Background: an optimization exercise with open tools, aiming at small area, a short achievable clock period and few clock cycles per item. Do not read the settings as production practice.
Where RTL was checked, it was by simulation tests only, not by an equivalence proof against the original.
Power and IR drop assume default switching activity.

v40:
// positional_list_insert_delete_unit
module positional_list_insert_delete_unit (
  input  wire logic               clk,
  input  wire logic               rst_n,
  input  wire logic               in_valid,
  output logic                    in_ready,
  input  wire logic [38:0]        in_data,
  output logic                    out_valid,
  input  wire logic               out_ready,
  output logic [39:0]             out_data
);
For scale: roughly 2,900 cells after synthesis, roughly 630 flip-flops, about 85 I/O pins, about 28,000 sq um of cells after synthesis.
Settings: LEC_CHECK=0, ABC_AREA=1, CAP_MARGIN=20, CORE_MARGIN=2, CORE_UTILIZATION=40, SLEW_MARGIN=20; clock period 4.2 ns.
run.sh (not shown) runs the stock make flow with config.mk's settings and CLKGATE_MAP_FILE= SYNTH_SCRIPT=/design/flow/synth_recipe.tcl, a recipe that flattens the netlist after the stock synthesis.
v40 finished end to end and its layout was clean on timing, DRC and antenna.
Testbench counts of v40, summed over its fixed seeds: cycles 5,036, items 3,200.
[inputs] v20 vs v40
--- a/flow/config.mk
+++ b/flow/config.mk
@@ -8 +7,0 @@
-export ABC_AREA = 1
@@ -11,0 +11 @@
+export SETUP_SLACK_MARGIN = 1.6
## What came out
Pin count of the biggest net entering global routing of v20 falls short of that of v40 by more than 10%. For v40, the classification of the worst setup path was primary input to flop, unlike v20, where it was flop to flop. v20: cell area after synthesis is 1400 sq um lower than what v40 reported. Of v20 and v40, the higher fill cell instance count of the final layout belongs to v40.
Setup changes, v20 to v54
--- a/flow/config.mk
+++ b/flow/config.mk
@@ -11 +10,0 @@
-export SETUP_SLACK_MARGIN = 1.6
## What came out
- Per the comparison of v54 with v20, net total in the final layout fell about 5%, final cell count lost 115, clock latency on the worst-skew pair essentially unchanged.
- [diff] wire length, v54 relative to v20: improvement
- The worst-case vdd ir drop number comes out lower for v20 vs v54.
- v54 -> v20: post-route antenna net violation count delta 0, exact match

== job 3597 ==
positional_list_insert_delete_unit, a different RTL version from the one above (not shown whole).
Size: about 2100 cells after synthesis, about 85 I/O pins.
==> flow/design.v (excerpt) <==
module positional_list_insert_delete_unit (
  input  wire logic               clk,
  input  wire logic               rst_n,
  input  wire logic               in_valid,
  output logic                    in_ready,
  input  wire logic [38:0]        in_data,
  output logic                    out_valid,
  input  wire logic               out_ready,
  output logic [39:0]             out_data
);
Settings: LEC_CHECK=0, CAP_MARGIN=20, CORE_MARGIN=2, CORE_UTILIZATION=40, CTS_BUF_LIST=sky130_fd_sc_hd__clkbuf_4 sky130_fd_sc_hd__clkbuf_8, CTS_CLUSTER_DIAMETER=60, CTS_CLUSTER_SIZE=16, SETUP_SLACK_MARGIN=1.9, SLEW_MARGIN=20; clock period 4.2 ns.
No stage failed in job 3597, and the final checks on the layout all came back clean.
## Diff of input files: job 9606 against job 3597
Settings: CTS_CLUSTER_DIAMETER: 60 -> unset; SETUP_SLACK_MARGIN: 1.9 -> 1.6; CTS_CLUSTER_SIZE: 16 -> unset.
Findings:
- Job 9606 finished every step from synthesis to the final layout, and the layout passed the timing, DRC and antenna checks.
- Compared with job 3597, clock-buffer cell count in job 9606 increased by more than 100%.
- Job 9606 vs. job 3597: clock slew at the register clock pins of the worst setup and hold paths went down by 0.05 ns.
- Comparing job 3597 and job 9606, the higher number of global-route vias before repair is on job 9606.
- Of job 3597 and job 9606, the run reporting the higher clock power was job 9606.
- Job 9606 -> job 3597: sequential cell area flat
- Final standard cell count with taps included and fillers excluded (job 9606 vs. job 3597) increases slightly
- Against job 3597, job 9606 comes in 1 higher on number of buffers and inverters on the critical path.
- Final cycle utilization of the critical path (job 9606 over job 3597): increase, 2.2 points
> inputs changed (job 9606 -> job 4988)
Settings: a change of SETUP_SLACK_MARGIN from 1.6 to 2.5.
## What came out
- Relative to job 9606, the fraction of met2 tracks used by global routing of job 4988 is higher by 6.1 points.
- Between job 4988 and job 9606, it is job 4988 whose instance count on the critical path is lower, by 2.
- The run showing the greater sequential fraction of total cell area is job 9606.
- Job 4988: flow completed, timing, DRC and antenna clean
- On worst slack after detailed placement, job 9606 beats job 4988.
- Summary — fill cell total of the finished layout, job 4988 relative to job 9606: lower, by 6.7%.
- Fmax: job 4988 above job 9606
Setup changes, job 4988 to job 8488
Settings: swapping sky130_fd_sc_hd__clkbuf_4 sky130_fd_sc_hd__clkbuf_8 for sky130_fd_sc_hd__clkbuf_8 sky130_fd_sc_hd__clkbuf_16 in CTS_BUF_LIST; putting CTS_CLUSTER_DIAMETER at 80 where nothing was set; swapping 2.5 for 1.9 in SETUP_SLACK_MARGIN; putting CTS_CLUSTER_SIZE at 20 where nothing was set.
--- outcome ---
- Every stage of the flow completed for job 8488, and the final layout passed the timing, DRC and antenna checks.
- Job 4988 ended up with edfxtp_1 as its cell at the slowest stage of the critical path; job 8488 ended up with or4_4.
- Job 4988 was larger in final cell area than job 8488.
- From job 4988 to job 8488 the numbers moved as follows: number of post-CTS setup repair buffers moved down; via count lost 1861.
--- input diff job 8488..job 848 ---
Settings: swapping sky130_fd_sc_hd__clkbuf_8 sky130_fd_sc_hd__clkbuf_16 for sky130_fd_sc_hd__clkbuf_4 sky130_fd_sc_hd__clkbuf_8 in CTS_BUF_LIST; clearing CTS_CLUSTER_SIZE, which used to be 20; clearing CTS_CLUSTER_DIAMETER, which used to be 80; swapping 1.9 for 2.2 in SETUP_SLACK_MARGIN.
==> comparison <==
- Re share of synthesized flip-flops with an asynchronous set or reset: no difference whatsoever between job 848 and job 8488.
- Relative to job 8488, area share of buffers outside the clock network increased by 3.9 points in job 848.
- Relative to job 8488, net switching fraction of the power has increased by 0.56 points in job 848.
- Wire: job 848 routes more than job 8488
- For multi-input combinational cell count, job 8488 and job 848 come out practically identical.
- Compared with job 8488, job 848 improves time the worst path needs with I/O delays and setup.
- Post-route fraction of the period consumed by the critical path: job 848 < job 8488
- Going from job 8488 to job 848, maximum clock frequency climbed about 3%; global-route wire length before repair climbed about 7%.
[inputs] job 8281 vs job 848
Settings: changing SETUP_SLACK_MARGIN from 2.2 to 1.9.
### Flow results
Compared to job 848, job 8281 has clock period minus worst slack 0.098 ns higher.
Summary — required arrival time at the worst endpoint, job 8281 relative to job 848: higher, by 0.04 ns.
Fraction of power consumed by combinational cells, job 8281 and job 848: larger value in job 848
Going from job 848 to job 8281, proportion of power drawn by the clock network increased by 0.4 points relative to the old numbers, share of the clock period used by the worst path after layout rose by 2.3 points, largest vdd supply drop rose 1.1%, worst setup slack -0.098 ns.
No functional check of the RTL was part of any run of this note.

Another version of the RTL of positional_list_insert_delete_unit (not shown whole).
For scale: roughly 27000 µm² of cells after synthesis.
==> flow/config.mk <==
export PLATFORM = sky130hd
export DESIGN_NAME = positional_list_insert_delete_unit
export DESIGN_NICKNAME = positional_list_insert_delete_unit
export VERILOG_FILES = /design/flow/design.v
export SDC_FILE = /design/flow/constraint.sdc
export NUM_CORES = 4
export LEC_CHECK = 0
export CAP_MARGIN = 20
export CORE_MARGIN = 2
export CORE_UTILIZATION = 40
export SETUP_SLACK_MARGIN = 2.2
export SLEW_MARGIN = 20
==> flow/constraint.sdc <==
create_clock -name core_clock -period 4.2 [get_ports {clk}]
set_input_delay 0.8400 -clock core_clock [delete_from_list [all_inputs] [get_ports {clk}]]
set_output_delay 0.8400 -clock core_clock [all_outputs]
set_load 0.01 [all_outputs]
The first run finished clean.
Rerun with:
ABC_CLOCK_PERIOD_IN_PS = 1800   (was not set)
Effect:
- final area stays the same
- synthesized cell count stays the same
- utilization does not change
- count of clock-buffer cells in the layout is unchanged
No run of this note included a check of the RTL's function; only the layout flow was run.

## wip/lagoon
Another version of the RTL of positional_list_insert_delete_unit (not shown whole).
Size: about 1900 cells after synthesis, ~660 flip-flops, ~85 I/O pins, roughly 0.027 mm² of cells after synthesis.
export LEC_CHECK = 0
export CAP_MARGIN = 20
export CORE_MARGIN = 2
export CORE_UTILIZATION = 40
export CTS_BUF_LIST = sky130_fd_sc_hd__clkbuf_8 sky130_fd_sc_hd__clkbuf_16
export CTS_CLUSTER_DIAMETER = 80
export CTS_CLUSTER_SIZE = 20
export SETUP_SLACK_MARGIN = 1.7
export SLEW_MARGIN = 20
create_clock -name core_clock -period 4.2 [get_ports {clk}]
standard.sh (not shown) runs the stock make flow with config.mk's settings and CLKGATE_MAP_FILE= SYNTH_SCRIPT=/design/flow/synth_recipe.tcl, a recipe that flattens the netlist after the stock synthesis.
==> flow/flow/run.sh <==
#!/bin/bash
# The standard layout, with every port buffered by a buf_2 instead of the
# buffer cell buffer_ports picks on its own. ORFS's output is in standard.log.
bash standard.sh 'BUFFER_PORTS_ARGS=-buffer_cell sky130_fd_sc_hd__buf_2' finish > standard.log 2>&1
wip/lagoon went all the way through synthesis, placement and routing and the layout is clean on timing, DRC and antenna.
Testbench counts of wip/lagoon, summed over its fixed seeds: cycles 5,036, items 3,200.
## Diff of input files: wip/raven against wip/lagoon
--- a/flow/config.mk
+++ b/flow/config.mk
@@ -8,8 +8,9 @@
 export CAP_MARGIN = 20
 export CORE_MARGIN = 2
-export CORE_UTILIZATION = 40
+export CORE_UTILIZATION = 50
 export CTS_BUF_LIST = sky130_fd_sc_hd__clkbuf_8 sky130_fd_sc_hd__clkbuf_16
 export CTS_CLUSTER_DIAMETER = 80
 export CTS_CLUSTER_SIZE = 20
-export SETUP_SLACK_MARGIN = 1.7
+export PLACE_DENSITY = 0.7
+export SETUP_SLACK_MARGIN = 1.9
 export SLEW_MARGIN = 20
wip/raven | stages: all done | timing, DRC, antenna: all pass
wip/lagoon → wip/raven: share of the final layout cell area in sequential cells fell 0.68 points; number of standard-cell rows in the floorplan saw a decrease; global-route usage has increased; part of the power in the clock network went down by 1.3 points; wire length of the first global-routing pass dropped about 2.2%.
Delta(final core utilization, wip/raven - wip/lagoon) > 0
Number of non-filler instances in the completed layout: wip/raven < wip/lagoon
--- input diff wip/raven..wip/tundra ---
==> flow/run.sh (new file) <==
#!/bin/bash
# synth_recipe.tcl (not shown) runs the flow's synth.tcl, then flattens the netlist and writes it again
# the make line also repeats each setting of config.mk as NAME=value (left out here)
make -C /OpenROAD-flow-scripts/flow DESIGN_CONFIG=/design/flow/config.mk WORK_HOME=/design/flow/orfs CLKGATE_MAP_FILE= SYNTH_SCRIPT=/design/flow/synth_recipe.tcl finish
--- a/flow/config.mk
+++ b/flow/config.mk
@@ -8,9 +8,8 @@
 export CAP_MARGIN = 20
 export CORE_MARGIN = 2
-export CORE_UTILIZATION = 50
+export CORE_UTILIZATION = 40
 export CTS_BUF_LIST = sky130_fd_sc_hd__clkbuf_8 sky130_fd_sc_hd__clkbuf_16
 export CTS_CLUSTER_DIAMETER = 80
 export CTS_CLUSTER_SIZE = 20
-export PLACE_DENSITY = 0.7
 export SETUP_SLACK_MARGIN = 1.9
 export SLEW_MARGIN = 20
removed: flow/flow/run.sh
removed: flow/standard.sh
wip/tundra completed every stage of the flow, and the final layout passed the timing, DRC and antenna checks. Going from wip/raven to wip/tundra, the clock power share was found to have gone up by 0.8 points. Via count of the first global-routing pass, wip/tundra vs wip/raven: down slightly. Compared with wip/raven, wip/tundra shows wire length higher by 2900 µm. wip/raven leaves more setup margin than wip/tundra. Comparing the two runs side by side, wip/tundra comes out ahead of wip/raven on worst hold slack. Compared with wip/raven, met1 routed wirelength after detailed routing in wip/tundra increased by a little under 10%. When wip/tundra is measured against wip/raven, its cell depth of the worst min-delay path turns out 2 higher. Between wip/raven and wip/tundra, the difference in clock transition at the registers of the reported paths is negligible. The higher cell area after layout came out of wip/tundra.

main:
positional_list_insert_delete_unit again, from the RTL that the note above started with.
==> flow/config.mk <==
export PLATFORM = sky130hd
export DESIGN_NAME = positional_list_insert_delete_unit
export DESIGN_NICKNAME = positional_list_insert_delete_unit
export VERILOG_FILES = /design/flow/design.v
export SDC_FILE = /design/flow/constraint.sdc
export NUM_CORES = 4
export LEC_CHECK = 0
export CAP_MARGIN = 10
export CORE_MARGIN = 2
export CORE_UTILIZATION = 40
export CTS_BUF_LIST = sky130_fd_sc_hd__clkbuf_8 sky130_fd_sc_hd__clkbuf_16
export CTS_CLUSTER_DIAMETER = 80
export CTS_CLUSTER_SIZE = 20
export SETUP_SLACK_MARGIN = 1.9
export SLEW_MARGIN = 10
==> flow/constraint.sdc <==
create_clock -name core_clock -period 4.2 [get_ports {clk}]
set_input_delay 0.8400 -clock core_clock [delete_from_list [all_inputs] [get_ports {clk}]]
set_output_delay 0.8400 -clock core_clock [all_outputs]
set_load 0.01 [all_outputs]
==> flow/flow/run.sh <==
#!/bin/bash
# The standard layout, with every port buffered by a buf_2 instead of the
# buffer cell buffer_ports picks on its own. ORFS's output is in standard.log.
bash standard.sh 'BUFFER_PORTS_ARGS=-buffer_cell sky130_fd_sc_hd__buf_2' finish > standard.log 2>&1
Testbench counts of main, summed over its fixed seeds: cycles 5,036, items 3,200.
Relative to main, the following input files were edited for the feature branch:
Settings: SLEW_MARGIN now 20, was 10; CAP_MARGIN now 20, was 10.
[summary]
The feature branch reached the end of the flow, and the finished layout is clean on the timing, DRC and antenna checks. Sequential share of layout area: main vs the feature branch identical. Diff main -> the feature branch: post-synthesis share of cell area spent on full adders, half adders and majority gates flat, length in cells of the worst reg-to-reg path ~0 delta.

## afterwards: timing with drivers on the ports
In the flow no input, the clock included, has a driving cell. The finished layouts below were timed again as built, in two steps.
Step 1 (the two cells are an assumption about what drives the block):
set clk [get_ports {clk}]
set_driving_cell -lib_cell sky130_fd_sc_hd__clkbuf_16 $clk
set_driving_cell -lib_cell sky130_fd_sc_hd__buf_2 [delete_from_list [all_inputs] $clk]
Step 2, shift: input delay + t, output delay - t, t = (earliest + latest rising clock arrival at the registers) / 2. This alone moves slack from input paths to output paths.
Slacks: no drivers / after step 1 / after step 2; pairs: no drivers / after step 1.
run	t, ns	setup slack, ns	worst setup path after step 2	pins driven straight from the clock port
v40	0.678	0.824 / 0.868 / 0.189	input to register	1
v20	0.673	1.499 / 1.499 / 0.966	input to register	1
v54	0.674	0.757 / 0.799 / 0.124	input to register	1
job 3597	0.782	1.673 / 1.673 / 1.070	input to register	1
job 9606	0.786	1.582 / 1.582 / 0.890	input to register	1
job 4988	0.792	1.676 / 1.676 / 1.098	input to register	1
job 8488	0.673	1.648 / 1.648 / 1.238	input to register	1
job 848	0.784	1.719 / 1.719 / 1.145	input to register	1
job 8281	0.794	1.621 / 1.621 / 0.955	input to register	1
the first run of note 3	0.670	1.387 / 1.387 / 0.915	input to register	1
the second run of note 3	0.670	1.387 / 1.387 / 0.915	input to register	1
wip/lagoon	0.667	1.732 / 1.732 / 1.122	input to register	1
wip/raven	0.659	1.884 / 1.747 / 1.089	input to register	1
wip/tundra	0.664	1.851 / 1.853 / 1.189	input to register	1
main	0.670	1.934 / 1.850 / 1.180	input to register	1
the feature branch	0.670	1.934 / 1.850 / 1.180	input to register	1
After both steps setup and hold are still met in every run listed. The setup slack of wip/raven, which loses most, moves by -0.137 ns with the drivers and by -0.795 ns with both steps.
